This design comes from an exercise in tuning for a short achievable clock period and few clock cycles on the open sky130 flow, not from production work. Function was checked by simulation only, so behaviour that the tests miss may differ from the original. Power and IR drop assume default switching activity.

File: flow/standard.sh
#!/bin/bash
# synth_recipe.tcl (not shown) runs the flow's synth.tcl, then flattens the netlist and writes it again
# the make line also repeats each setting of config.mk as NAME=value (left out here)
make -C /OpenROAD-flow-scripts/flow DESIGN_CONFIG=/design/flow/config.mk WORK_HOME=/design/flow/orfs CLKGATE_MAP_FILE= SYNTH_SCRIPT=/design/flow/synth_recipe.tcl "${@:-finish}"
File: flow/design.v
package cpuPkg;
	typedef logic [31:0] wordT;     
	typedef logic [31:0] instrT;    
	typedef logic [4:0]  regAddrT;  
	localparam int regCount = 32;
	typedef enum logic [5:0] {
		opRType = 6'h00,
		opBeq   = 6'h04,
		opAddi  = 6'h08,
		opLw    = 6'h23,
		opSw    = 6'h2b
	} opcodeT;
	typedef enum logic [5:0] {
		fnSll = 6'h00,
		fnAdd = 6'h20,
		fnSub = 6'h22,
		fnAnd = 6'h24,
		fnOr  = 6'h25,
		fnSlt = 6'h2a
	} functT;
	typedef enum logic [3:0] {
		aluAnd = 4'h0,
		aluOr  = 4'h1,
		aluAdd = 4'h2,
		aluSub = 4'h6,
		aluSlt = 4'h7,
		aluSll = 4'h8
	} aluOpT;
	typedef enum logic [1:0] {
		fwdNone = 2'd0,  
		fwdMem  = 2'd1,  
		fwdWb   = 2'd2   
	} fwdSelT;
	localparam int opHi    = 31;
	localparam int opLo    = 26;
	localparam int rsHi    = 25;
	localparam int rsLo    = 21;
	localparam int rtHi    = 20;
	localparam int rtLo    = 16;
	localparam int rdHi    = 15;
	localparam int rdLo    = 11;
	localparam int shamtHi = 10;
	localparam int shamtLo = 6;
	localparam int functHi = 5;
	localparam int functLo = 0;
	localparam int immHi   = 15;
	localparam int immLo   = 0;
endpackage
`timescale 1ns/1ps
module registerFile (
	input  logic        clk,
	input  logic [31:1] rsHot,
	input  logic [31:1] rtHot,
	input  logic [31:1] aHot,     
	input  logic [31:0] aData,
	input  logic [31:1] lHot,     
	input  logic [31:0] lData,
	output logic [31:0] rsData,
	output logic [31:0] rtData
);
	logic [31:1][31:0] regs;
	always_comb
	begin
		rsData = '0;
		rtData = '0;
		for (int i = 1; i < 32; i++)
		begin
			rsData = rsData | ({32{rsHot[i]}} & regs[i]);
			rtData = rtData | ({32{rtHot[i]}} & regs[i]);
		end
	end
	always_ff @(posedge clk)
	begin
		for (int i = 1; i < 32; i++)
		begin
			if (aHot[i])
				regs[i] <= aData;
			else if (lHot[i])
				regs[i] <= lData;
		end
	end
endmodule
`timescale 1ns/1ps
module pipelineCpu (
	input  logic        clk,
	input  logic        reset,
	input  logic [31:0] instr,
	input  logic [31:0] wbDatI,
	input  logic        wbAck,
	output logic [31:0] instrAddr,
	output logic        wbCyc,
	output logic        wbStb,
	output logic        wbWe,
	output logic [31:0] wbAdr,
	output logic [31:0] wbDatO
);
	logic [31:2] pc;
	logic        dValid;
	logic [31:0] dInstr;
	logic [31:1] dRsHot, dRtHot;  
	logic [31:2] dPc4;
	logic [31:0] eA, eB;          
	logic [31:0] eOpB, eOpBn;     
	logic [4:0]  eShamt, eDest;
	logic        eAdd, eSub, eAnd, eOr, eSlt, eSll;
	logic        eWrite, eLoad, eStore, eBranch;
	logic [31:2] eTarget;
	logic [31:0] wRes;
	logic [4:0]  wDest;
	logic        wWrite;
	logic [31:1] wHot;            
	localparam int qDepth = 3;
	logic [qDepth-1:0] qv, qwe;
	logic [31:2] qadr  [qDepth];
	logic [31:0] qdat  [qDepth];
	logic [4:0]  qdest [qDepth];
	logic        ldValid;
	logic [4:0]  ldDest;
	logic [31:0] ldData;
	logic [31:1] ldHot;           
	logic [31:1] pend;
	logic        stallD, stallF, exRedirect, idRedirect;
	logic [31:2] dTarget;
	logic        pop, ackLd, eMem, kill;
	logic [31:0] aluRes, sum, dif, logicRes;
	logic        fTake;
	logic [8:0]  fLo;
	logic [31:2] fTarget, pcInc;
	assign instrAddr = {pc, 2'b00};
	assign pcInc     = pc + 30'd1;
	assign fLo   = {1'b0, pcInc[9:2]} + {1'b0, instr[7:0]};
	assign fTake = (instr[31:26] == 6'h04) && (instr[25:21] == instr[20:16]) &&
		((instr[15:7] == 9'h000) || (instr[15:7] == 9'h1ff)) &&
		(fLo[8] == instr[15]);
	assign fTarget = {pcInc[31:10], fLo[7:0]};
	logic [31:2] pcNext;
	assign pcNext = exRedirect ? eTarget : idRedirect ? dTarget : fTake ? fTarget : pcInc;
	always_ff @(posedge clk)
	begin
		if (reset)
			pc <= '0;
		else if (exRedirect || !stallF)
			pc <= pcNext;
	end
	always_ff @(posedge clk)
	begin
		if (reset || exRedirect || idRedirect)
			dValid <= 1'b0;
		else if (!stallF)
			dValid <= !fTake;  
	end
	always_ff @(posedge clk)
	begin
		if (!stallF)
		begin
			dInstr <= instr;
			dPc4   <= pcInc;
			for (int i = 1; i < 32; i++)
			begin
				dRsHot[i] <= (instr[25:21] == 5'(i));
				dRtHot[i] <= (instr[20:16] == 5'(i));
			end
		end
	end
	logic [5:0]  dOp, dFn;
	logic [4:0]  dRs, dRt, dRd, dDest;
	logic        dR, dFAdd, dFSub, dFAnd, dFOr, dFSlt, dFSll, dRKnown;
	logic        dAddi, dLw, dSw, dBeq, dMem;
	logic        dWr, dUseRs, dUseRt, idGo, qFull;
	logic [31:0] rfA, rfB, rdA, rdB, nxA, nxB, dImm;
	logic        pendRs, pendRt, exLdRs, exLdRt, fwdA, fwdB, ackRs, ackRt;
	logic        waitRs, waitRt;
	assign dOp   = dInstr[31:26];
	assign dFn   = dInstr[5:0];
	assign dRs   = dInstr[25:21];
	assign dRt   = dInstr[20:16];
	assign dRd   = dInstr[15:11];
	assign dR    = (dOp == 6'h00);
	assign dFAdd = dR && (dFn == 6'h20);
	assign dFSub = dR && (dFn == 6'h22);
	assign dFAnd = dR && (dFn == 6'h24);
	assign dFOr  = dR && (dFn == 6'h25);
	assign dFSlt = dR && (dFn == 6'h2a);
	assign dFSll = dR && (dFn == 6'h00);
	assign dRKnown = dFAdd || dFSub || dFAnd || dFOr || dFSlt || dFSll;
	assign dAddi = (dOp == 6'h08);
	assign dLw   = (dOp == 6'h23);
	assign dSw   = (dOp == 6'h2b);
	assign dBeq  = (dOp == 6'h04);
	assign dMem  = dLw || dSw;
	assign dDest = dR ? dRd : dRt;
	assign dImm  = {{16{dInstr[15]}}, dInstr[15:0]};
	assign dWr    = (dRKnown || dAddi) && (dDest != 5'd0);
	assign dUseRs = (dRKnown && !dFSll) || dAddi || dLw || dSw || dBeq;
	assign dUseRt = dRKnown || dSw || dBeq;
	registerFile regFile (
		.clk(clk), .rsHot(dRsHot), .rtHot(dRtHot),
		.aHot(wHot), .aData(wRes),
		.lHot(ldHot), .lData(ldData),
		.rsData(rfA), .rtData(rfB)
	);
	assign rdA = (wWrite && (wDest == dRs)) ? wRes :
		(ldValid && (ldDest == dRs)) ? ldData : rfA;
	assign rdB = (wWrite && (wDest == dRt)) ? wRes :
		(ldValid && (ldDest == dRt)) ? ldData : rfB;
	assign pendRs = |(pend & dRsHot);
	assign pendRt = |(pend & dRtHot);
	assign fwdA   = eWrite && (eDest == dRs);
	assign fwdB   = eWrite && (eDest == dRt);
	assign exLdRs = eLoad && (eDest == dRs) && (dRs != 5'd0);
	assign exLdRt = eLoad && (eDest == dRt) && (dRt != 5'd0);
	logic qLd, hitRs, hitRt, waitAck, waitNoAck;
	assign qLd    = qv[0] && !qwe[0];
	assign hitRs  = qLd && (qdest[0] == dRs) && pendRs && !fwdA && !exLdRs;
	assign hitRt  = qLd && (qdest[0] == dRt) && pendRt && !fwdB && !exLdRt;
	assign ackRs  = wbAck && hitRs;
	assign ackRt  = wbAck && hitRt;
	assign waitRs = dUseRs && !fwdA && (exLdRs || pendRs);
	assign waitRt = dUseRt && !fwdB && (exLdRt || pendRt);
	assign waitNoAck = waitRs || waitRt;
	assign waitAck   = (waitRs && !hitRs) || (waitRt && !hitRt);
	assign nxA = (fwdA && eAdd) ? sum : (fwdA && eSub) ? dif : fwdA ? logicRes :
		ackRs ? wbDatI : rdA;
	assign nxB = (fwdB && eAdd) ? sum : (fwdB && eSub) ? dif : fwdB ? logicRes :
		ackRt ? wbDatI : rdB;
	assign qFull  = qv[2] || (qv[1] && eMem);
	assign stallD = dValid && ((dMem && qFull) || (wbAck ? waitAck : waitNoAck));
	assign idGo   = dValid && !stallD && !exRedirect;
	assign stallF = dValid && stallD;
	logic idEarly, addZero, subZero;
	assign addZero = &(~(eA ^ eOpB ^ {eA[30:0] | eOpB[30:0], 1'b0}));
	assign subZero = (eA == eOpB);
	assign idEarly = dBeq && (((dRs == 5'd0) && fwdB) || ((dRt == 5'd0) && fwdA)) &&
		(eAdd || eSub);
	assign idRedirect = idGo && idEarly && (eAdd ? addZero : subZero);
	assign dTarget = dPc4 + {{14{dInstr[15]}}, dInstr[15:0]};
	always_ff @(posedge clk)
	begin
		if (reset)
		begin
			eWrite  <= 1'b0;
			eLoad   <= 1'b0;
			eStore  <= 1'b0;
			eBranch <= 1'b0;
		end
		else
		begin
			eWrite  <= idGo && dWr;
			eLoad   <= idGo && dLw;
			eStore  <= idGo && dSw;
			eBranch <= idGo && dBeq && !idEarly;
		end
	end
	always_ff @(posedge clk)
	begin
		eA      <= nxA;
		eB      <= nxB;
		eOpB    <= (dAddi || dMem) ? dImm : nxB;
		eOpBn   <= (dAddi || dMem) ? ~dImm : ~nxB;
		eShamt  <= dInstr[10:6];
		eDest   <= dDest;
		eAdd    <= dFAdd || dAddi || dMem;
		eSub    <= dFSub;
		eAnd    <= dFAnd;
		eOr     <= dFOr;
		eSlt    <= dFSlt;
		eSll    <= dFSll;
		eTarget <= dTarget;
	end
	logic [32:0] difWide;
	logic [31:0] shl;
	logic        lt;
	assign sum     = eA + eOpB;
	assign difWide = {eA, 1'b1} + {eOpBn, 1'b1};
	assign dif     = difWide[32:1];
	assign lt      = (eA[31] != eOpB[31]) ? eA[31] : dif[31];
	assign shl     = eOpB << eShamt;
	assign logicRes = ({32{eAnd}} & (eA & eOpB)) | ({32{eOr}} & (eA | eOpB)) |
		({32{eSlt}} & {31'd0, lt}) | ({32{eSll}} & shl);
	assign aluRes   = eAdd ? sum : eSub ? dif : logicRes;
	assign eMem       = eLoad || eStore;
	assign exRedirect = eBranch && (eA == eB);
	assign kill = eWrite || (eLoad && (eDest != 5'd0));
	always_ff @(posedge clk)
	begin
		if (reset)
			wWrite <= 1'b0;
		else
			wWrite <= eWrite;
	end
	always_ff @(posedge clk)
	begin
		wRes  <= aluRes;
		wDest <= eDest;
	end
	always_ff @(posedge clk)
	begin
		if (reset)
			wHot <= '0;
		else
			for (int i = 1; i < 32; i++)
				wHot[i] <= eWrite && (eDest == 5'(i));
	end
	assign pop   = qv[0] && wbAck;
	assign ackLd = pop && !qwe[0];
	assign wbStb  = qv[0];
	assign wbCyc  = qv[0];
	assign wbWe   = qwe[0];
	assign wbAdr  = {qadr[0], 2'b00};
	assign wbDatO = qdat[0];
	function automatic logic [4:0] keepDest(logic [4:0] d);
		keepDest = (kill && (d == eDest)) ? 5'd0 : d;
	endfunction
	always_ff @(posedge clk)
	begin
		if (reset)
			qv <= '0;
		else
		begin
			for (int i = 0; i < qDepth; i++)
			begin
				if (pop)
					qv[i] <= (i < qDepth - 1 && qv[i + 1]) || (eMem && qv[i]);
				else
					qv[i] <= qv[i] || (eMem && (i == 0 || qv[i - 1]));
			end
		end
	end
	always_ff @(posedge clk)
	begin
		for (int i = 0; i < qDepth; i++)
		begin
			if (pop && i < qDepth - 1 && qv[i + 1])
			begin
				qwe[i]   <= qwe[i + 1];
				qadr[i]  <= qadr[i + 1];
				qdat[i]  <= qdat[i + 1];
				qdest[i] <= keepDest(qdest[i + 1]);
			end
			else if (pop ? qv[i] : (!qv[i] && (i == 0 || qv[i - 1])))
			begin
				qwe[i]   <= eStore;
				qadr[i]  <= sum[31:2];
				qdat[i]  <= eB;
				qdest[i] <= eDest;
			end
			else
				qdest[i] <= keepDest(qdest[i]);
		end
	end
	always_ff @(posedge clk)
	begin
		if (reset)
			ldValid <= 1'b0;
		else
			ldValid <= ackLd && (qdest[0] != 5'd0);
	end
	always_ff @(posedge clk)
	begin
		if (ackLd)
		begin
			ldData <= wbDatI;
			ldDest <= qdest[0];
		end
	end
	always_ff @(posedge clk)
	begin
		if (reset)
			ldHot <= '0;
		else
			for (int i = 1; i < 32; i++)
				ldHot[i] <= ackLd && (qdest[0] == 5'(i));
	end
	always_ff @(posedge clk)
	begin
		if (reset)
			pend <= '0;
		else
		begin
			for (int i = 1; i < 32; i++)
			begin
				if (eLoad && (eDest == 5'(i)))
					pend[i] <= 1'b1;
				else if ((ackLd && (qdest[0] == 5'(i))) || (kill && (eDest == 5'(i))))
					pend[i] <= 1'b0;
			end
		end
	end
endmodule
File: flow/config.mk
export PLATFORM = sky130hd
export DESIGN_NAME = pipelineCpu
export DESIGN_NICKNAME = pipelineCpu
export VERILOG_FILES = /design/flow/design.v
export SDC_FILE = /design/flow/constraint.sdc
export NUM_CORES = 4
export LEC_CHECK = 0
export CAP_MARGIN = 20
export CORE_MARGIN = 2
export CORE_UTILIZATION = 35
export SETUP_SLACK_MARGIN = 5
export SLEW_MARGIN = 20
export TNS_END_PERCENT = 100
File: flow/flow/dont_use.txt
sky130_fd_sc_hd__probe_p_8 sky130_fd_sc_hd__probec_p_8 sky130_fd_sc_hd__lpflow_bleeder_1 sky130_fd_sc_hd__lpflow_clkbufkapwr_1 sky130_fd_sc_hd__lpflow_clkbufkapwr_16 sky130_fd_sc_hd__lpflow_clkbufkapwr_2 sky130_fd_sc_hd__lpflow_clkbufkapwr_4 sky130_fd_sc_hd__lpflow_clkbufkapwr_8 sky130_fd_sc_hd__lpflow_clkinvkapwr_1 sky130_fd_sc_hd__lpflow_clkinvkapwr_16 sky130_fd_sc_hd__lpflow_clkinvkapwr_2 sky130_fd_sc_hd__lpflow_clkinvkapwr_4 sky130_fd_sc_hd__lpflow_clkinvkapwr_8 sky130_fd_sc_hd__lpflow_decapkapwr_12 sky130_fd_sc_hd__lpflow_decapkapwr_3 sky130_fd_sc_hd__lpflow_decapkapwr_4 sky130_fd_sc_hd__lpflow_decapkapwr_6 sky130_fd_sc_hd__lpflow_decapkapwr_8 sky130_fd_sc_hd__lpflow_inputiso0n_1 sky130_fd_sc_hd__lpflow_inputiso0p_1 sky130_fd_sc_hd__lpflow_inputiso1n_1 sky130_fd_sc_hd__lpflow_inputiso1p_1 sky130_fd_sc_hd__lpflow_inputisolatch_1 sky130_fd_sc_hd__lpflow_isobufsrc_1 sky130_fd_sc_hd__lpflow_isobufsrc_16 sky130_fd_sc_hd__lpflow_isobufsrc_2 sky130_fd_sc_hd__lpflow_isobufsrc_4 sky130_fd_sc_hd__lpflow_isobufsrc_8 sky130_fd_sc_hd__lpflow_isobufsrckapwr_16 sky130_fd_sc_hd__lpflow_lsbuf_lh_hl_isowell_tap_1 sky130_fd_sc_hd__lpflow_lsbuf_lh_hl_isowell_tap_2 sky130_fd_sc_hd__lpflow_lsbuf_lh_hl_isowell_tap_4 sky130_fd_sc_hd__lpflow_lsbuf_lh_isowell_4 sky130_fd_sc_hd__lpflow_lsbuf_lh_isowell_tap_1 sky130_fd_sc_hd__lpflow_lsbuf_lh_isowell_tap_2 sky130_fd_sc_hd__lpflow_lsbuf_lh_isowell_tap_4 sky130_fd_sc_hd__a2111o_1 sky130_fd_sc_hd__a2111o_2 sky130_fd_sc_hd__a2111o_4 sky130_fd_sc_hd__a2111oi_0 sky130_fd_sc_hd__a2111oi_1 sky130_fd_sc_hd__a2111oi_2 sky130_fd_sc_hd__a2111oi_4 sky130_fd_sc_hd__a222oi_1 sky130_fd_sc_hd__a311o_1 sky130_fd_sc_hd__a311o_2 sky130_fd_sc_hd__a311o_4 sky130_fd_sc_hd__a311oi_1 sky130_fd_sc_hd__a311oi_2 sky130_fd_sc_hd__a311oi_4 sky130_fd_sc_hd__a32o_1 sky130_fd_sc_hd__a32o_2 sky130_fd_sc_hd__a32o_4 sky130_fd_sc_hd__a32oi_1 sky130_fd_sc_hd__a32oi_2 sky130_fd_sc_hd__a32oi_4 sky130_fd_sc_hd__a41o_1 sky130_fd_sc_hd__a41o_2 sky130_fd_sc_hd__a41o_4 sky130_fd_sc_hd__a41oi_1 sky130_fd_sc_hd__a41oi_2 sky130_fd_sc_hd__a41oi_4 sky130_fd_sc_hd__maj3_1 sky130_fd_sc_hd__maj3_2 sky130_fd_sc_hd__maj3_4 sky130_fd_sc_hd__mux4_1 sky130_fd_sc_hd__mux4_2 sky130_fd_sc_hd__mux4_4 sky130_fd_sc_hd__nor4_1 sky130_fd_sc_hd__nor4_2 sky130_fd_sc_hd__nor4_4 sky130_fd_sc_hd__nor4b_1 sky130_fd_sc_hd__nor4b_2 sky130_fd_sc_hd__nor4b_4 sky130_fd_sc_hd__nor4bb_1 sky130_fd_sc_hd__nor4bb_2 sky130_fd_sc_hd__nor4bb_4 sky130_fd_sc_hd__o2111a_1 sky130_fd_sc_hd__o2111a_2 sky130_fd_sc_hd__o2111a_4 sky130_fd_sc_hd__o2111ai_1 sky130_fd_sc_hd__o2111ai_2 sky130_fd_sc_hd__o2111ai_4 sky130_fd_sc_hd__o311a_1 sky130_fd_sc_hd__o311a_2 sky130_fd_sc_hd__o311a_4 sky130_fd_sc_hd__o311ai_0 sky130_fd_sc_hd__o311ai_1 sky130_fd_sc_hd__o311ai_2 sky130_fd_sc_hd__o311ai_4 sky130_fd_sc_hd__o32a_1 sky130_fd_sc_hd__o32a_2 sky130_fd_sc_hd__o32a_4 sky130_fd_sc_hd__o32ai_1 sky130_fd_sc_hd__o32ai_2 sky130_fd_sc_hd__o32ai_4 sky130_fd_sc_hd__o41a_1 sky130_fd_sc_hd__o41a_2 sky130_fd_sc_hd__o41a_4 sky130_fd_sc_hd__o41ai_1 sky130_fd_sc_hd__o41ai_2 sky130_fd_sc_hd__o41ai_4 sky130_fd_sc_hd__or4_1 sky130_fd_sc_hd__or4_2 sky130_fd_sc_hd__or4_4 sky130_fd_sc_hd__or4b_1 sky130_fd_sc_hd__or4b_2 sky130_fd_sc_hd__or4b_4 sky130_fd_sc_hd__or4bb_1 sky130_fd_sc_hd__or4bb_2 sky130_fd_sc_hd__or4bb_4 sky130_fd_sc_hd__xnor3_1 sky130_fd_sc_hd__xnor3_2 sky130_fd_sc_hd__xnor3_4 sky130_fd_sc_hd__xor3_1 sky130_fd_sc_hd__xor3_2 sky130_fd_sc_hd__xor3_4  sky130_fd_sc_hd__a211o_1 sky130_fd_sc_hd__a211o_2 sky130_fd_sc_hd__a211o_4 sky130_fd_sc_hd__a221o_1 sky130_fd_sc_hd__a221o_2 sky130_fd_sc_hd__a221o_4 sky130_fd_sc_hd__a2bb2o_1 sky130_fd_sc_hd__a2bb2o_2 sky130_fd_sc_hd__a2bb2o_4 sky130_fd_sc_hd__a31o_1 sky130_fd_sc_hd__a31o_2 sky130_fd_sc_hd__a31o_4 sky130_fd_sc_hd__and4_1 sky130_fd_sc_hd__and4_2 sky130_fd_sc_hd__and4_4 sky130_fd_sc_hd__and4b_1 sky130_fd_sc_hd__and4b_2 sky130_fd_sc_hd__and4b_4 sky130_fd_sc_hd__and4bb_1 sky130_fd_sc_hd__and4bb_2 sky130_fd_sc_hd__and4bb_4 sky130_fd_sc_hd__nand4b_1 sky130_fd_sc_hd__nand4b_2 sky130_fd_sc_hd__nand4b_4 sky130_fd_sc_hd__nand4bb_1 sky130_fd_sc_hd__nand4bb_2 sky130_fd_sc_hd__nand4bb_4 sky130_fd_sc_hd__o211a_1 sky130_fd_sc_hd__o211a_2 sky130_fd_sc_hd__o211a_4 sky130_fd_sc_hd__o221a_1 sky130_fd_sc_hd__o221a_2 sky130_fd_sc_hd__o221a_4 sky130_fd_sc_hd__o2bb2a_1 sky130_fd_sc_hd__o2bb2a_2 sky130_fd_sc_hd__o2bb2a_4 sky130_fd_sc_hd__o31a_1 sky130_fd_sc_hd__o31a_2 sky130_fd_sc_hd__o31a_4 sky130_fd_sc_hd__or3_1 sky130_fd_sc_hd__or3_2 sky130_fd_sc_hd__or3_4 sky130_fd_sc_hd__or3b_1 sky130_fd_sc_hd__or3b_2 sky130_fd_sc_hd__or3b_4  sky130_fd_sc_hd__a21boi_0 sky130_fd_sc_hd__and2_0 sky130_fd_sc_hd__o21ai_0 sky130_fd_sc_hd__or2_0
File: flow/flow/run.sh
#!/bin/bash
# The standard layout (standard.sh), with two synthesis settings:
# - an empty ADDER_MAP_FILE skips the step that packs adder logic into full
#   and half adder cells, so abc maps the whole datapath for delay;
# - DONT_USE_CELLS (flow/dont_use.txt) is the platform's list plus slow
#   multi-stage cells (4-input or/nor, a2111*, maj3, or3, a211o ...), so abc
#   and the resizer build the paths from faster gates.
# Registers are not touched. make's output goes to standard_run.log, the
# tools' own logs stay under orfs/logs.
cp standard.sh standard_sh.txt
export ADDER_MAP_FILE=
bash standard.sh "DONT_USE_CELLS=$(cat flow/dont_use.txt)" finish > standard_run.log 2>&1
File: flow/constraint.sdc
create_clock -name core_clock -period 8.0 [get_ports {clk}]
set_input_delay 1.6000 -clock core_clock [delete_from_list [all_inputs] [get_ports {clk}]]
set_output_delay 1.6000 -clock core_clock [all_outputs]
set_load 0.01 [all_outputs]
==> metrics.yaml, run 1 <==
netlist_top_cells_area: "edfxtp_1, mux2_2, dfxtp_1"
worstSetupPathType: "reg -> reg"
power_leakage_nw: 36.9
cap_violations: 0
layout-drive-gt1-share_pct: 33.5
clk_pin_slew_ns: 0.06
routedWlPerCell_um: 39.1
dp_hpwl_mm: 252
peakVddDrop_mv: 0.178
setup_viol: 0
final_nets: 8160
first_global_vias: 74000
start_util_pct: 35.1
final_antenna_net_count: 0
multi_input_area_mm2: 0.0422
grt_overflow: 0
finalCriticalPeriod_ns: 3.34
finalWorstSetupSlack_ns: 4.66
ff2ff_setup_slack_ns: 4.66
crit_arrival_ns: 4.06
grt_max_degree: 71
die_w_um: 511
skew_ns: 0.0554
via_per_inst: 6.99
crit_path_frequent_cell: "o21ai_1"
yosysMostFrequentCell: "edfxtp_1"
numPortBuffers: 161
period_share_pct: 41.7
io_pins: 166
ys.flop_type: "edfxtp_1"
synth-edff-count: 1347
firstDrtPassIters: 20
cts_max_level: 4
hold_depth: 0
slowest_delay_ns: 0.66
cts_buffers: 185
dr_total_vias: 81600
synth_area_mm2: 0.0899
synthDistinctLibCells: 79
power.density_mw_per_mm2: 215
async_flop_share_pct: 0
start_kind: "register"
tightest_slew_ns: 1.32
core_mm2: 0.256
path_cells: "buf_4, buf_6, a22o_1, a221oi_1, nand4_1, nor3_4, nand2_1, o21ai_1, o211ai_1, o21ai_1, o21ai_1"
cts_sinks: 1701
synthToLayoutAreaGrowth_pct: 20.4
reg2reg_to: "eA[11]"
timing.critical_path.to: "eA[11]"
reg2reg_depth: 11
synth-seq-area-share_pct: 52.9
worstPathRequired_ns: 8.73
nFillCells: 23700
track_usage_pct: 32.9
status: "complete, no violations"
max_freq_mhz: 300
cts_root_buffer: "clkbuf_16"
drt_iter0_drc: 18300
clockBufferDepth: 3
rsz0062_at_grt: "true"
min_path_type: "reg -> reg"
synth-seq-cells: 1701
core.rowCount: 186
clock_latency_ns: 0.90
crit_start: "dRsHot[8]"
slew_headroom_pct: 12.3
drc: 0
die_h_um: 511
cts_tree: "built"
die-area_mm2: 0.261
synth.avg_cell_area_um2: 11.3
synth_top_area_share_pct: 45.0
ys_top_cells_by_count: "edfxtp_1, mux2_2, clkbuf_1"
routed_wl_mm: 457
fin_tns_setup_ns: 0
yosysWarningCount: 10
r2r-start: "dRsHot[8]"
cp_slowest_cell: "nor3_4"
gp_congestion: 1.01
antenna_found_initial: 34
syn-instance-count: 7975
end_kind: "register"
final_max_slew_viol_count: 0
finalHoldViolations: 0
worst-path-max-fanout: 23
grt_pass1_wl_mm: 606
synth_top_area_cell: "edfxtp_1"
hold_buffers: 0
dp_worst_setup_slack_ns: 2.59
register_area_mm2: 0.0479
placed cells by master (no fill, tap or decap), types with 159 or more instances in the layout:
master / Yosys / routed
edfxtp_1: 1347 / 1347
a21oi_1: 319 / 255
o21ai_1: 252 / 218
a221oi_1: 284 / 262
buf_4: 19 / 439
nand4_1: 241 / 241
xnor2_1: 205 / 159
nor2_1: 486 / 443
dfxtp_1: 354 / 197
a22oi_1: 485 / 482
nand2_1: 675 / 652
mux2_2: 1023 / 1020
clkbuf_16: 0 / 197
a22o_1: 266 / 266
layer usage:
metal	up-vias	global-route usage (%)	share of wire, %
met4	63	21.5	8.9
met1	39500	41.2	35
met3	2745	16.4	17
li1	30800	-	-
met2	8500	44.0	39
met5	-	1.94	0.32
flip-flops by register name, summed over array words and instances (netlist names), 31 cells and up:
signal,flops
wRes,32
qadr,90
qdat,96
eA,32
eOpB,32
regFile.regs,992
eOpBn,32
pend,31
dInstr,32
ldHot,31
ldData,32
eB,32
dRtHot,31
wHot,31
dRsHot,31
stage by stage:
stage               hold WS [ns]  std cells  cell area, um2  power, mW  util (%)
global placement           0.480      10900           94700       13.4      37.0
floorplan                  0.329       7978           90500       12.1         -
detailed placement         0.486      10900           94700       13.4      37.0
CTS                        0.502      11500          105000       22.6      40.8
global route               0.490      11600          108000       23.7      42.2
finish                     0.484      11700          108000       23.3      42.2
where the power goes:
group | switching [mW] | internal, mW | leakage (nW)
Clock | 3.97 | 5.01 | 3.03
Combinational | 2.39 | 1.56 | 18.3
Sequential | 0.498 | 9.82 | 15.6
Total | 6.86 | 16.4 | 36.9
critical path, delay by kind of cell, from the launching register on:
kind / cells / cell delay (ns)
AOI/OAI and AO/OA: 6 / 1.08
DFF: 1 / 0.35
buffers and inverters: 2 / 0.64
and+or+nand+nor: 3 / 1.10
cells by family (layout without fill, tap and decap cells):
| logic type | after synthesis | count (layout) | share of synthesized area [%] |
|---|---|---|---|
| AOI/OAI and AO/OA | 2078 | 2078 | 16.8 |
| and+or+nand+nor | 1845 | 1847 | 9.50 |
| DFF | 1701 | 1701 | 52.9 |
| muxes | 1085 | 1085 | 13.5 |
| buffers and inverters | 952 | 1227 | 4.26 |
| xor gates and xnor gates | 313 | 313 | 3.06 |
| other | 1 | 43 | 0.00417 |
cell type report:
class | instances | area share [%]
flip-flops and latches | 1701 | 44.3
multi-input cells | 5327 | 39.0
repair buffers | 752 | 6.48
clock buffers | 247 | 4.71
well taps | 3384 | 3.91
clock inverters | 102 | 1.06
inverters | 125 | 0.445
diodes | 39 | 0.0902
repair inverters | 1 | 0.00694
how the worst min path moves through the flow:
stage                from     endpoint  slack [ns]
2_1_floorplan    eDest[2]     wDest[2]        0.33
3_3_place_gp     dPc4[31]  eTarget[31]        0.48
3_5_place_dp   eTarget[9]        pc[9]        0.49
4_1_cts          dPc4[31]  eTarget[31]        0.50
5_1_grt          eDest[4]     wDest[4]        0.49
6_report         eDest[4]     wDest[4]        0.48
repair_timing:
| action | in CTS | in global routing |
|---|---|---|
| cloned | 5 | 10 |
| endpoints found under the setup margin | 612 | 368 |
| pin swaps | 120 | 187 |
| buffers inserted | 191 | 137 |
| resized for setup | 991 | 463 |
Testbench counts, summed over its fixed seeds: cycles 26,973.
==> run 2, diff against run 1 <==
--- a/flow/design.v
+++ b/flow/design.v
@@ -105,6 +105,8 @@
 	logic        eAdd, eSub, eAnd, eOr, eSlt, eSll;
 	logic        eWrite, eLoad, eStore, eBranch;
 	logic [31:2] eTarget;
+	logic        redirPend;
+	logic [31:2] redirTarget;
 	logic [31:0] wRes;
 	logic [4:0]  wDest;
 	logic        wWrite;
@@ -118,7 +120,8 @@
 	logic [4:0]  ldDest;
 	logic [31:0] ldData;
 	logic [31:1] ldHot;           
-	logic [31:1] pend;
+	logic [31:1] pend, pendNext;
+	logic        dPendRs, dPendRt;  
 	logic        stallD, stallF, exRedirect, idRedirect;
 	logic [31:2] dTarget;
 	logic        pop, ackLd, eMem, kill;
@@ -133,33 +136,68 @@
 		((instr[15:7] == 9'h000) || (instr[15:7] == 9'h1ff)) &&
 		(fLo[8] == instr[15]);
 	assign fTarget = {pcInc[31:10], fLo[7:0]};
-	logic [31:2] pcNext;
-	assign pcNext = exRedirect ? eTarget : idRedirect ? dTarget : fTake ? fTarget : pcInc;
+	logic [31:2] pcNext, pcSeq;
+	logic        redirect;
+	assign redirect = redirPend || idRedirect;
+	assign pcSeq    = redirPend ? redirTarget : idRedirect ? dTarget : pcInc;
+	assign pcNext   = (fTake && !redirect) ? fTarget : pcSeq;
 	always_ff @(posedge clk)
 	begin
 		if (reset)
 			pc <= '0;
-		else if (exRedirect || !stallF)
+		else if (redirPend || !stallF)
 			pc <= pcNext;
 	end
 	always_ff @(posedge clk)
 	begin
-		if (reset || exRedirect || idRedirect)
+		if (reset)
+			redirPend <= 1'b0;
+		else
+			redirPend <= exRedirect;
+		redirTarget <= eTarget;
+	end
+	always_ff @(posedge clk)
+	begin
+		if (reset || exRedirect || redirPend || idRedirect)
 			dValid <= 1'b0;
 		else if (!stallF)
 			dValid <= !fTake;  
 	end
+	logic [31:1] fRsHot, fRtHot;
+	always_comb
+	begin
+		for (int i = 1; i < 32; i++)
+		begin
+			fRsHot[i] = (instr[25:21] == 5'(i));
+			fRtHot[i] = (instr[20:16] == 5'(i));
+		end
+	end
 	always_ff @(posedge clk)
 	begin
 		if (!stallF)
 		begin
 			dInstr <= instr;
 			dPc4   <= pcInc;
-			for (int i = 1; i < 32; i++)
-			begin
-				dRsHot[i] <= (instr[25:21] == 5'(i));
-				dRtHot[i] <= (instr[20:16] == 5'(i));
-			end
+			dRsHot <= fRsHot;
+			dRtHot <= fRtHot;
+		end
+	end
+	always_ff @(posedge clk)
+	begin
+		if (reset)
+		begin
+			dPendRs <= 1'b0;
+			dPendRt <= 1'b0;
+		end
+		else if (!stallF)
+		begin
+			dPendRs <= |(pendNext & fRsHot);
+			dPendRt <= |(pendNext & fRtHot);
+		end
+		else
+		begin
+			dPendRs <= |(pendNext & dRsHot);
+			dPendRt <= |(pendNext & dRtHot);
 		end
 	end
 	logic [5:0]  dOp, dFn;
@@ -203,8 +241,8 @@
 		(ldValid && (ldDest == dRs)) ? ldData : rfA;
 	assign rdB = (wWrite && (wDest == dRt)) ? wRes :
 		(ldValid && (ldDest == dRt)) ? ldData : rfB;
-	assign pendRs = |(pend & dRsHot);
-	assign pendRt = |(pend & dRtHot);
+	assign pendRs = dPendRs;
+	assign pendRt = dPendRt;
 	assign fwdA   = eWrite && (eDest == dRs);
 	assign fwdB   = eWrite && (eDest == dRt);
 	assign exLdRs = eLoad && (eDest == dRs) && (dRs != 5'd0);
@@ -232,7 +270,7 @@
 	assign subZero = (eA == eOpB);
 	assign idEarly = dBeq && (((dRs == 5'd0) && fwdB) || ((dRt == 5'd0) && fwdA)) &&
 		(eAdd || eSub);
-	assign idRedirect = idGo && idEarly && (eAdd ? addZero : subZero);
+	assign idRedirect = dValid && idEarly && (eAdd ? addZero : subZero);
 	assign dTarget = dPc4 + {{14{dInstr[15]}}, dInstr[15:0]};
 	always_ff @(posedge clk)
 	begin
@@ -347,6 +385,12 @@
 			else
 				qdest[i] <= keepDest(qdest[i]);
 		end
+		if (reset)
+		begin
+			qwe[0]  <= 1'b0;
+			qadr[0] <= '0;
+			qdat[0] <= '0;
+		end
 	end
 	always_ff @(posedge clk)
 	begin
@@ -371,19 +415,17 @@
 			for (int i = 1; i < 32; i++)
 				ldHot[i] <= ackLd && (qdest[0] == 5'(i));
 	end
+	always_comb
+	begin
+		for (int i = 1; i < 32; i++)
+			pendNext[i] = (eLoad && (eDest == 5'(i))) || (pend[i] &&
+				!((ackLd && (qdest[0] == 5'(i))) || (kill && (eDest == 5'(i)))));
+	end
 	always_ff @(posedge clk)
 	begin
 		if (reset)
 			pend <= '0;
 		else
-		begin
-			for (int i = 1; i < 32; i++)
-			begin
-				if (eLoad && (eDest == 5'(i)))
-					pend[i] <= 1'b1;
-				else if ((ackLd && (qdest[0] == 5'(i))) || (kill && (eDest == 5'(i))))
-					pend[i] <= 1'b0;
-			end
-		end
+			pend <= pendNext;
 	end
 endmodule
==> metrics.yaml, run 2 <==
final_cell_mix: "edfxtp_1, mux2_2, nand2_1"
crit_family: "compound AO/OA/AOI/OAI gates"
cts_max_level: 4
routed_wl_mm: 484
cts_buffers: 191
hp-start: "eTarget[20]"
nFillCells: 24500
die_h_um: 521
synth-seq-cells: 1734
crit_path_frequent_cell: "buf_6"
cts_tree: "built"
die-area_mm2: 0.272
gp_congestion: 0.993
ff2ff_setup_slack_ns: 4.88
syn-instance-count: 8478
top_regs: "regFile.regs: 992 flops, qdat: 96 flops, qadr: 90 flops"
dp_worst_setup_slack_ns: 2.23
tightest_slew_ns: 1.35
finalCriticalPeriod_ns: 3.25
yosysMostFrequentCell: "edfxtp_1"
finalHoldViolations: 0
synth_top_area_share_pct: 41.2
die_w_um: 521
r2r-start: "eOpB[13]"
slew_headroom_pct: 10.0
synthDistinctLibCells: 79
fin_tns_setup_ns: 0
grt_use_met1_pct: 39.9
core.rowCount: 189
path_buf_inv: 7
end_kind: "register"
cts_root_buffer: "clkbuf_16"
cts_sinks: 1734
start_util_pct: 35.2
grt_pass1_wl_mm: 636
grt_max_degree: 84
track_usage_pct: 33.3
skew_ns: 0.0583
multi_input_area_mm2: 0.0456
rsz0062_at_grt: "true"
clock_latency_ns: 0.89
status: "complete, no violations"
max_freq_mhz: 307
power_leakage_nw: 39.4
slowest_delay_ns: 0.25
first_global_vias: 77700
crit_arrival_ns: 4.03
synth_area_mm2: 0.0937
cap_violations: 0
ys_top_cells_by_count: "edfxtp_1, mux2_2, clkbuf_1"
reg2reg_to: "pc[4]"
clockBufferDepth: 3
worst-path-max-fanout: 7
worstSetupPathType: "in -> reg"
synth_top_area_cell: "edfxtp_1"
layout-drive-gt1-share_pct: 32.7
hold_end: "redirTarget[20]"
largest_reg_flops: 992
cp_slowest_cell: "a21boi_4"
worstPathRequired_ns: 8.77
grt_use_met2_pct: 46.3
dr_total_vias: 86600
hold_depth: 0
final_antenna_net_count: 0
hold_buffers: 0
use_met3_pct: 15.3
final_cells: 12400
layout_commonest_cell: "edfxtp_1"
final_nets: 8680
core_mm2: 0.266
grt_overflow: 0
ys.flop_type: "edfxtp_1"
dp_hpwl_mm: 274
path_cells: "buf_8, buf_12, and3b_4, buf_6, buf_6, nand4_1, o21ai_2, a211oi_2, a21boi_4, o21ai_4, buf_12, buf_16, buf_6, nor2_4, o21ai_1, a21o_1, o21ai_1"
synth.avg_cell_area_um2: 11.0
drc: 0
synthToLayoutAreaGrowth_pct: 21.3
routedWlPerCell_um: 39.2
firstDrtPassIters: 12
drt_iter0_drc: 18600
synth-seq-area-share_pct: 50.8
numPortBuffers: 161
start_kind: "input pin"
finalWorstSetupSlack_ns: 4.75
dp.cells: 11600
async_flop_share_pct: 0
regMostFlops: "regFile.regs"
yosysWarningCount: 10
netlist_top_cells_area: "edfxtp_1, mux2_2, dfxtp_1"
busiest_layer: "met2"
min_path_type: "reg -> reg"
setup_viol: 0
reg2reg_depth: 15
peakVddDrop_mv: 0.241
clk_pin_slew_ns: 0.06
io_pins: 166
power.density_mw_per_mm2: 209
register_area_mm2: 0.0479
final_max_slew_viol_count: 0
antenna_found_initial: 32
period_share_pct: 40.7
synth-edff-count: 1284
via_per_inst: 7.02
## run 2: where the power goes
part           switching [mW]  leakage (nW)  total [mW]  internal (mW)
registers               0.517          15.7        10.4           9.88
clock network            3.98          3.11        9.13           5.15
logic                    2.65          20.6        4.27           1.61
## run 2: how the worst max path moves through the flow
| stage | from | to | slack [ns] | cells after the start |
|---|---|---|---|---|
| after detailed placement | wbAck | pc[26] | 2.23 | 14 |
| after global routing | wbAck | pc[26] | 4.76 | 16 |
| final | wbAck | pc[21] | 4.75 | 17 |
| after CTS | dInstr[17] | pc[3] | 4.91 | 13 |
| after global placement | wbAck | dPendRt | 2.23 | 13 |
| after floorplan | wbAck | dInstr[0] | 4.41 | 9 |
## run 2: layer usage
| layer | up-vias | share of wire [%] |
|---|---|---|
| li1 | 32900 | - |
| met4 | 38 | 10 |
| met1 | 41800 | 34 |
| met3 | 2910 | 16 |
| met5 | - | 0.13 |
| met2 | 9036 | 39 |
## run 2: area by class of cell
class                           count  share of cell area [%]
Antenna cell                       39                  0.0859
Clock buffer                      270                    4.78
Multi-Input combinational cell   5759                    40.2
Tap cell                         3533                    3.89
Inverter                          100                   0.348
Clock inverter                     89                   0.837
Sequential cell                  1734                    42.2
Timing Repair Buffer              827                    7.75
## run 2: worst register-to-register path: stages (launching register included)
cell	delay [ns]
dfxtp_2	0.42
xnor2_2	0.38
nand4_1	0.33
nand3b_1	0.27
nor3_2	0.20
nand4_1	0.13
buf_4	0.20
o21ai_4	0.07
buf_12	0.14
buf_12	0.11
buf_16	0.11
buf_6	0.09
mux2i_1	0.17
a21oi_1	0.09
mux2i_1	0.19
a211oi_2	0.09
## run 2: cells by family (layout without fill, tap and decap cells)
group                     after synthesis  after routing  share of synthesized area (%)
AOI/OAI and AO/OA                    2258           2258                           17.6
buffers and inverters                 994           1286                           4.30
muxes                                1201           1201                           14.2
xor gates and xnor gates              312            312                           3.07
other                                   1             43                        0.00400
and+or+nand+nor                      1978           1984                           10.1
DFF                                  1734           1734                           50.8
## run 2: stage by stage
stage / util [%] / cell area [um2] / hold slack, ns / power, mW
global route: 42.7 / 114000 / 0.326 / 24.3
global placement: 37.1 / 98700 / 0.310 / 13.9
detailed placement: 37.2 / 98800 / 0.312 / 14.0
CTS: 41.1 / 109000 / 0.324 / 23.2
finish: 42.8 / 114000 / 0.321 / 23.8
floorplan: - / 94200 / 0.310 / 12.5
## run 2: timing repair
item | CTS | global route
endpoints found under the setup margin | 729 | 370
pin swaps | 80 | 155
resized for setup | 1036 | 488
buffers inserted | 169 | 148
cloned | 25 | 27
Testbench counts of run 2, summed over its fixed seeds: cycles 26,994.
==> run 3, diff against run 2 <==
==> flow/flow/run.sh (replaced) <==
#!/bin/bash
# The standard layout (standard.sh), with two synthesis settings:
# - an empty ADDER_MAP_FILE skips the step that packs adder logic into full
#   and half adder cells, so abc maps the whole datapath for delay;
# - DONT_USE_CELLS is the platform's list plus slow multi-stage cells
#   (4-input or/nor, a2111*, maj3, or3, a211o ...; all sizes, found in the
#   platform's liberty file below), so abc and the resizer build the paths
#   from faster gates.
# Registers are not touched. The cell list goes to dont_use.txt, make's output
# to standard_run.log; the tools' own logs stay under orfs/logs.
set -euo pipefail
cp standard.sh standard_sh.txt
export ADDER_MAP_FILE=

lib="$FLOW_HOME/platforms/sky130hd/lib/sky130_fd_sc_hd__tt_025C_1v80.lib"
slow='or4|or4b|or4bb|nor4|nor4b|nor4bb|a2111o|a2111oi|o2111a|o2111ai|a311o|a311oi|o311a|o311ai|a41o|a41oi|o41a|o41ai|maj3|xor3|xnor3|mux4|a222oi|a32o|a32oi|o32a|o32ai'
slow="$slow|or3|or3b|a211o|o211a|a31o|o31a|a221o|o221a|and4|and4b|and4bb|a2bb2o|o2bb2a|nand4bb|nand4b"
base=$(make -s -C "$FLOW_HOME" DESIGN_CONFIG="$PWD/config.mk" WORK_HOME="$PWD/orfs" print-DONT_USE_CELLS \
	| sed -n 's/^DONT_USE_CELLS: //p')
extra=$(grep -o 'cell ("sky130_fd_sc_hd__[a-z0-9]*_[0-9]*")' "$lib" | sed 's/cell ("//; s/")//' \
	| grep -E "__($slow)_[0-9]+\$" | tr '\n' ' ')
weak='sky130_fd_sc_hd__a21boi_0 sky130_fd_sc_hd__and2_0 sky130_fd_sc_hd__o21ai_0 sky130_fd_sc_hd__or2_0'
echo "$base $extra $weak" > dont_use.txt

bash standard.sh "DONT_USE_CELLS=$(cat dont_use.txt)" finish > standard_run.log 2>&1
removed: flow/flow/dont_use.txt
==> metrics.yaml, run 3 <==
drt_iter0_drc: 18600
power_frac_clock_pct: 38.4
via_per_inst: 7.02
die_w_um: 521
synthToLayoutAreaGrowth_pct: 21.3
worstPathRequired_ns: 8.77
start_kind: "input pin"
io_pins: 166
cts_root_buffer: "clkbuf_16"
first_global_vias: 77700
clockBufferDepth: 3
dp_hpwl_mm: 274
final_nets: 8680
regMostFlops: "regFile.regs"
synth-edff-count: 1284
track_usage_pct: 33.3
yosysMostFrequentCell: "edfxtp_1"
largest_reg_flops: 992
core.rowCount: 189
grt_overflow: 0
swShare_pct: 30.0
routedWlPerCell_um: 39.2
final_max_slew_viol_count: 0
hold_buffers: 0
core_mm2: 0.266
ys_top_cells_by_count: "edfxtp_1, mux2_2, clkbuf_1"
cap_violations: 0
clock_latency_ns: 0.89
power.density_mw_per_mm2: 209
power_leakage_nw: 39.4
synth-seq-cells: 1734
peakVddDrop_mv: 0.241
fin_tns_setup_ns: 0
switchingPower_mw: 7.15
slew_headroom_pct: 10.0
synth.avg_cell_area_um2: 11.0
synth_top_area_cell: "edfxtp_1"
synth_top_area_share_pct: 41.2
syn-instance-count: 8478
cts_sinks: 1734
top_regs: "regFile.regs: 992 flops, qdat: 96 flops, qadr: 90 flops"
routed_wl_mm: 484
setup_viol: 0
numPortBuffers: 161
synth-seq-area-share_pct: 50.8
gp_congestion: 0.993
min_path_type: "reg -> reg"
path_cells: "buf_8, buf_12, and3b_4, buf_6, buf_6, nand4_1, o21ai_2, a211oi_2, a21boi_4, o21ai_4, buf_12, buf_16, buf_6, nor2_4, o21ai_1, a21o_1, o21ai_1"
max_freq_mhz: 307
end_kind: "register"
rsz0062_at_grt: "true"
die_h_um: 521
dr_total_vias: 86600
synth_area_mm2: 0.0937
cp_slowest_cell: "a21boi_4"
yosysWarningCount: 10
cts_buffers: 191
crit_path_frequent_cell: "buf_6"
antenna_found_initial: 32
layout-drive-gt1-share_pct: 32.7
period_share_pct: 40.7
async_flop_share_pct: 0
finalHoldViolations: 0
cts_max_level: 4
status: "complete, no violations"
drc: 0
slowest_delay_ns: 0.25
power.internal_mw: 16.6
grt_pass1_wl_mm: 636
layout_commonest_cell: "edfxtp_1"
ys.flop_type: "edfxtp_1"
firstDrtPassIters: 12
die-area_mm2: 0.272
synthDistinctLibCells: 79
skew_ns: 0.0583
comb_power_share_pct: 17.9
crit_arrival_ns: 4.03
final_antenna_net_count: 0
clk_pin_slew_ns: 0.06
cts_tree: "built"
netlist_top_cells_area: "edfxtp_1, mux2_2, dfxtp_1"
start_util_pct: 35.2
finalCriticalPeriod_ns: 3.25
placed_area_mm2: 0.0988
stdcell_area_mm2: 0.114
seqPwrFrac_pct: 43.7
worstSetupPathType: "in -> reg"
grt_max_degree: 84
final_cell_mix: "edfxtp_1, mux2_2, nand2_1"
tightest_slew_ns: 1.35
worst-path-max-fanout: 7
[run 3: cell counts after synthesis]
Identical to the previous run, type by type.
[run 3: timing repair]
item,in CTS,in global routing
endpoints found under the setup margin,729,370
cloned,25,27
gates resized for setup,1036,488
pin swaps,80,155
setup buffers,169,148
[run 3: layout make-up]
cell class / instances / area (um2)
clock inverter: 89 / 951
multi-input combinational: 5759 / 45600
clock buffer: 270 / 5430
inverter: 100 / 395
sequential: 1734 / 47900
fill: 24500 / 152000
antenna: 39 / 97.6
tap: 3533 / 4420
timing repair buffer: 827 / 8810
[run 3: path summary, 6_finish.rpt]
| kind | cells after the start | from | slack [ns] | end |
|---|---|---|---|---|
| setup / recovery | 17 | wbAck | 4.75 | pc[21] |
| setup reg to reg | 15 | eOpB[13] | 4.88 | pc[4] |
| hold reg to reg | 0 | eTarget[20] | 0.32 | redirTarget[20] |
| hold / removal | 0 | eTarget[20] | 0.32 | redirTarget[20] |
[run 3: per-layer routing]
layer / global-route usage (%) / vias up / part of all wire (%)
li1: - / 32900 / -
met2: 46.3 / 9036 / 39
met3: 15.3 / 2910 / 16
met1: 39.9 / 41800 / 34
met4: 24.6 / 38 / 10
met5: 0.527 / - / 0.13
[run 3: cells by family after synthesis]
logic type                after synthesis  share of synthesized area, %
muxes                                1201                          14.2
buffers and inverters                 994                          4.30
other                                   1                       0.00400
xor gates and xnor gates              312                          3.07
AOI/OAI and AO/OA                    2258                          17.6
and+or+nand+nor                      1978                          10.1
DFF                                  1734                          50.8
[run 3: through the flow]
step	std cells	power (mW)	utilization [%]	setup WS (ns)	hold WS (ns)
final	12400	23.8	42.8	4.75	0.321
after global routing	12300	24.3	42.7	4.76	0.326
after CTS	12100	23.2	41.1	4.91	0.324
after detailed placement	11600	14.0	37.2	2.23	0.312
after global placement	11600	13.9	37.1	2.23	0.310
after floorplan	8481	12.5	-	4.41	0.310
[run 3: power groups by stage]
stage | clock (mW) | combinational [mW] | sequential, mW
detailed placement | 0 | 3.42 | 10.5
finish | 9.13 | 4.27 | 10.4
global route | 9.44 | 4.41 | 10.4
global placement | 0 | 3.38 | 10.5
CTS | 9.10 | 3.77 | 10.3
floorplan | 0 | 2.27 | 10.2
[run 3: worst max-delay path: cells and delay by family]
kind | cells | cell delay, ns
buffers and inverters | 7 | 0.94
AND/OR/NAND/NOR | 3 | 0.47
AO/OA/AOI/OAI | 7 | 0.98
==> run 4, diff against run 3 <==
--- a/flow/design.v
+++ b/flow/design.v
@@ -162,6 +162,8 @@
 			dValid <= 1'b0;
 		else if (!stallF)
 			dValid <= !fTake;  
+		else if (!stallD)
+			dValid <= 1'b0;    
 	end
 	logic [31:1] fRsHot, fRtHot;
 	always_comb
@@ -264,7 +266,7 @@
 	assign qFull  = qv[2] || (qv[1] && eMem);
 	assign stallD = dValid && ((dMem && qFull) || (wbAck ? waitAck : waitNoAck));
 	assign idGo   = dValid && !stallD && !exRedirect;
-	assign stallF = dValid && stallD;
+	assign stallF = dValid && ((dMem && qFull) || waitNoAck);
 	logic idEarly, addZero, subZero;
 	assign addZero = &(~(eA ^ eOpB ^ {eA[30:0] | eOpB[30:0], 1'b0}));
 	assign subZero = (eA == eOpB);
==> metrics.yaml, run 4 <==
power_frac_clock_pct: 37.6
worst-path-max-fanout: 18
worstSetupPathType: "reg -> reg"
max_freq_mhz: 316
hold_end: "redirTarget[29]"
clock_latency_ns: 0.91
cts_max_level: 4
seqPwrFrac_pct: 45.0
die_h_um: 515
switchingPower_mw: 7.00
period_share_pct: 39.6
cts_buffers: 179
die-area_mm2: 0.266
core_mm2: 0.260
ys.flop_type: "edfxtp_1"
ff2ff_setup_slack_ns: 4.83
final_cell_mix: "edfxtp_1, mux2_2, nand2_1"
syn-instance-count: 8231
layout-drive-gt1-share_pct: 32.3
async_flop_share_pct: 0
finalHoldViolations: 0
grt_pass1_wl_mm: 645
netlist_top_cells_area: "edfxtp_1, mux2_2, dfxtp_1"
io_pins: 166
hp-start: "eTarget[29]"
synth-seq-cells: 1734
synth-seq-area-share_pct: 52.0
final_nets: 8431
firstDrtPassIters: 17
comb_power_share_pct: 17.4
yosysWarningCount: 10
yosysMostFrequentCell: "edfxtp_1"
routedWlPerCell_um: 41.2
setup_viol: 0
antenna_found_initial: 38
power.density_mw_per_mm2: 211
final_antenna_net_count: 0
hold_depth: 0
synth_top_area_share_pct: 42.1
numPortBuffers: 161
finalCriticalPeriod_ns: 3.17
crit_arrival_ns: 3.92
first_global_vias: 76400
layout_commonest_cell: "edfxtp_1"
routed_wl_mm: 493
hold_buffers: 0
regMostFlops: "regFile.regs"
clk_pin_slew_ns: 0.07
core.rowCount: 187
cts_root_buffer: "clkbuf_16"
via_per_inst: 7.10
grt_overflow: 0
top_regs: "regFile.regs: 992 flops, qdat: 96 flops, qadr: 90 flops"
cts_tree: "built"
start_kind: "register"
grt_max_degree: 92
finalPower_mw: 23.2
slew_headroom_pct: 12.0
swShare_pct: 30.1
reg2reg_to: "eA[16]"
largest_reg_flops: 992
reg2reg_depth: 11
dr_total_vias: 84900
fin_tns_setup_ns: 0
start_util_pct: 35.2
cap_violations: 0
synthDistinctLibCells: 72
synth_area_mm2: 0.0915
skew_ns: 0.0670
drc: 0
track_usage_pct: 35.0
final_max_slew_viol_count: 0
r2r-start: "dRsHot[7]"
tightest_slew_ns: 1.32
ys_top_cells_by_count: "edfxtp_1, mux2_2, clkbuf_1"
clockBufferDepth: 3
synth.avg_cell_area_um2: 11.1
drt_iter0_drc: 18700
status: "complete, no violations"
synthToLayoutAreaGrowth_pct: 20.4
synth_top_area_cell: "edfxtp_1"
peakVddDrop_mv: 0.239
end_kind: "register"
worstPathRequired_ns: 8.75
dp_hpwl_mm: 274
cts_sinks: 1734
gp_congestion: 0.996
synth-edff-count: 1284
die_w_um: 515
power.internal_mw: 16.2
power_leakage_nw: 37.7
rsz0062_at_grt: "true"
min_path_type: "reg -> reg"
==> run 4: power by group through the flow <==
stage / Clock [mW] / Sequential, mW / Combinational [mW]
5_1_grt: 9.01 / 10.5 / 4.17
3_5_place_dp: 0 / 10.6 / 3.10
4_1_cts: 8.68 / 10.4 / 3.50
6_report: 8.74 / 10.5 / 4.05
3_3_place_gp: 0 / 10.6 / 3.07
2_1_floorplan: 0 / 10.2 / 2.01
==> run 4: repair_timing <==
action / CTS / global route
setup buffers: 173 / 174
endpoints found under the hold margin: 0 / 0
endpoints found under the setup margin: 691 / 338
cloned: 17 / 17
pin swaps: 64 / 140
gates resized for setup: 1032 / 452
==> run 4: cells by family (layout without fill, tap and decap cells) <==
group           Yosys count  in the layout  share of synthesized area (%)
other cells               1             40                        0.00410
compound gates         2220           2220                           17.5
flops                  1734           1734                           52.0
xor+xnor                318            318                           3.11
mux                    1133           1133                           13.8
simple gates           1862           1870                           9.50
buf+inv                 963           1240                           4.15
==> run 4: metal layers <==
layer	part of all wire (%)	global-route usage [%]	vias up
met5	0.11	0.548	-
met4	11	27.1	40
met3	17	17.3	3061
met2	40	48.9	9202
met1	33	40.6	40800
li1	-	-	31900
==> run 4: how the worst max path moves through the flow <==
stage                    start      end  slack (ns)  depth (start not counted)
finish               dRsHot[7]   eA[16]        4.83                         11
global route        dInstr[19]    pc[4]        4.83                         13
CTS                  instr[24]  dPendRs        4.77                          9
detailed placement       wbAck  dPendRs        2.40                         13
global placement         wbAck  dPendRt        2.41                         14
floorplan                wbAck  dPendRs        4.40                         11
==> run 4: layout make-up <==
class	instances	area, um2
Multi-Input combinational cell	5545	43500
Timing Repair Buffer	801	8010
Inverter	100	409
Antenna cell	36	90.1
Sequential cell	1734	48000
Clock buffer	234	4880
Timing Repair inverter	3	28.8
Fill cell	24000	150000
Tap cell	3402	4260
Clock inverter	102	1080
==> run 4: through the flow <==
stage / instance area (um2) / setup slack [ns] / utilization, % / hold slack (ns) / cells
floorplan: 91700 / 4.40 / - / 0.310 / 8234
finish: 110000 / 4.83 / 42.4 / 0.318 / 12000
global route: 110000 / 4.83 / 42.4 / 0.326 / 11900
global placement: 96200 / 2.41 / 37.0 / 0.310 / 11200
CTS: 106000 / 4.77 / 40.8 / 0.326 / 11700
detailed placement: 96200 / 2.40 / 37.0 / 0.312 / 11200
==> run 4: critical path: stages, from the launching register on <==
cell and delay [ns]:
edfxtp_1 0.51, buf_6 0.31, buf_6 0.33, a22o_1 0.26, a221oi_1 0.27, nand4_1 0.21, nor3_4 0.41, nand2_1 0.13
o21ai_2 0.15, o211ai_1 0.16, o211ai_1 0.15, o21ai_1 0.09
Testbench counts of run 4, summed over its fixed seeds: cycles 27,734.

[afterwards: timing with drivers on the ports]
Ports are ideal in the flow. The routed layouts listed here were re-timed in OpenROAD. Step 1: set_driving_cell puts a clkbuf_16 on clk and a buf_2 on each other input, an assumption about the parent block. Step 2 moves the port delays by t, midway between the first and last clock arrival at a register: inputs arrive t later, outputs are due t later. That takes back most of the time a late clock gives input paths. Three values: no drivers, after step 1, after step 2; two values: the first two.
run | t, ns | setup slack, ns | worst register clock-pin slew, ns | worst slew at a driven data input, ns | pins driven straight from the clock port
run 1 | 0.949 | 4.665 / 4.665 / 3.757 | 0.07 / 0.07 | 0.17 | 1
run 2 | 0.962 | 4.748 / 4.801 / 3.839 | 0.07 / 0.07 | 0.23 | 1
run 3 | 0.962 | 4.748 / 4.801 / 3.839 | 0.07 / 0.07 | 0.23 | 1
run 4 | 0.993 | 4.832 / 4.792 / 4.035 | 0.07 / 0.07 | 0.15 | 1
After both steps setup and hold are still met in every run listed.
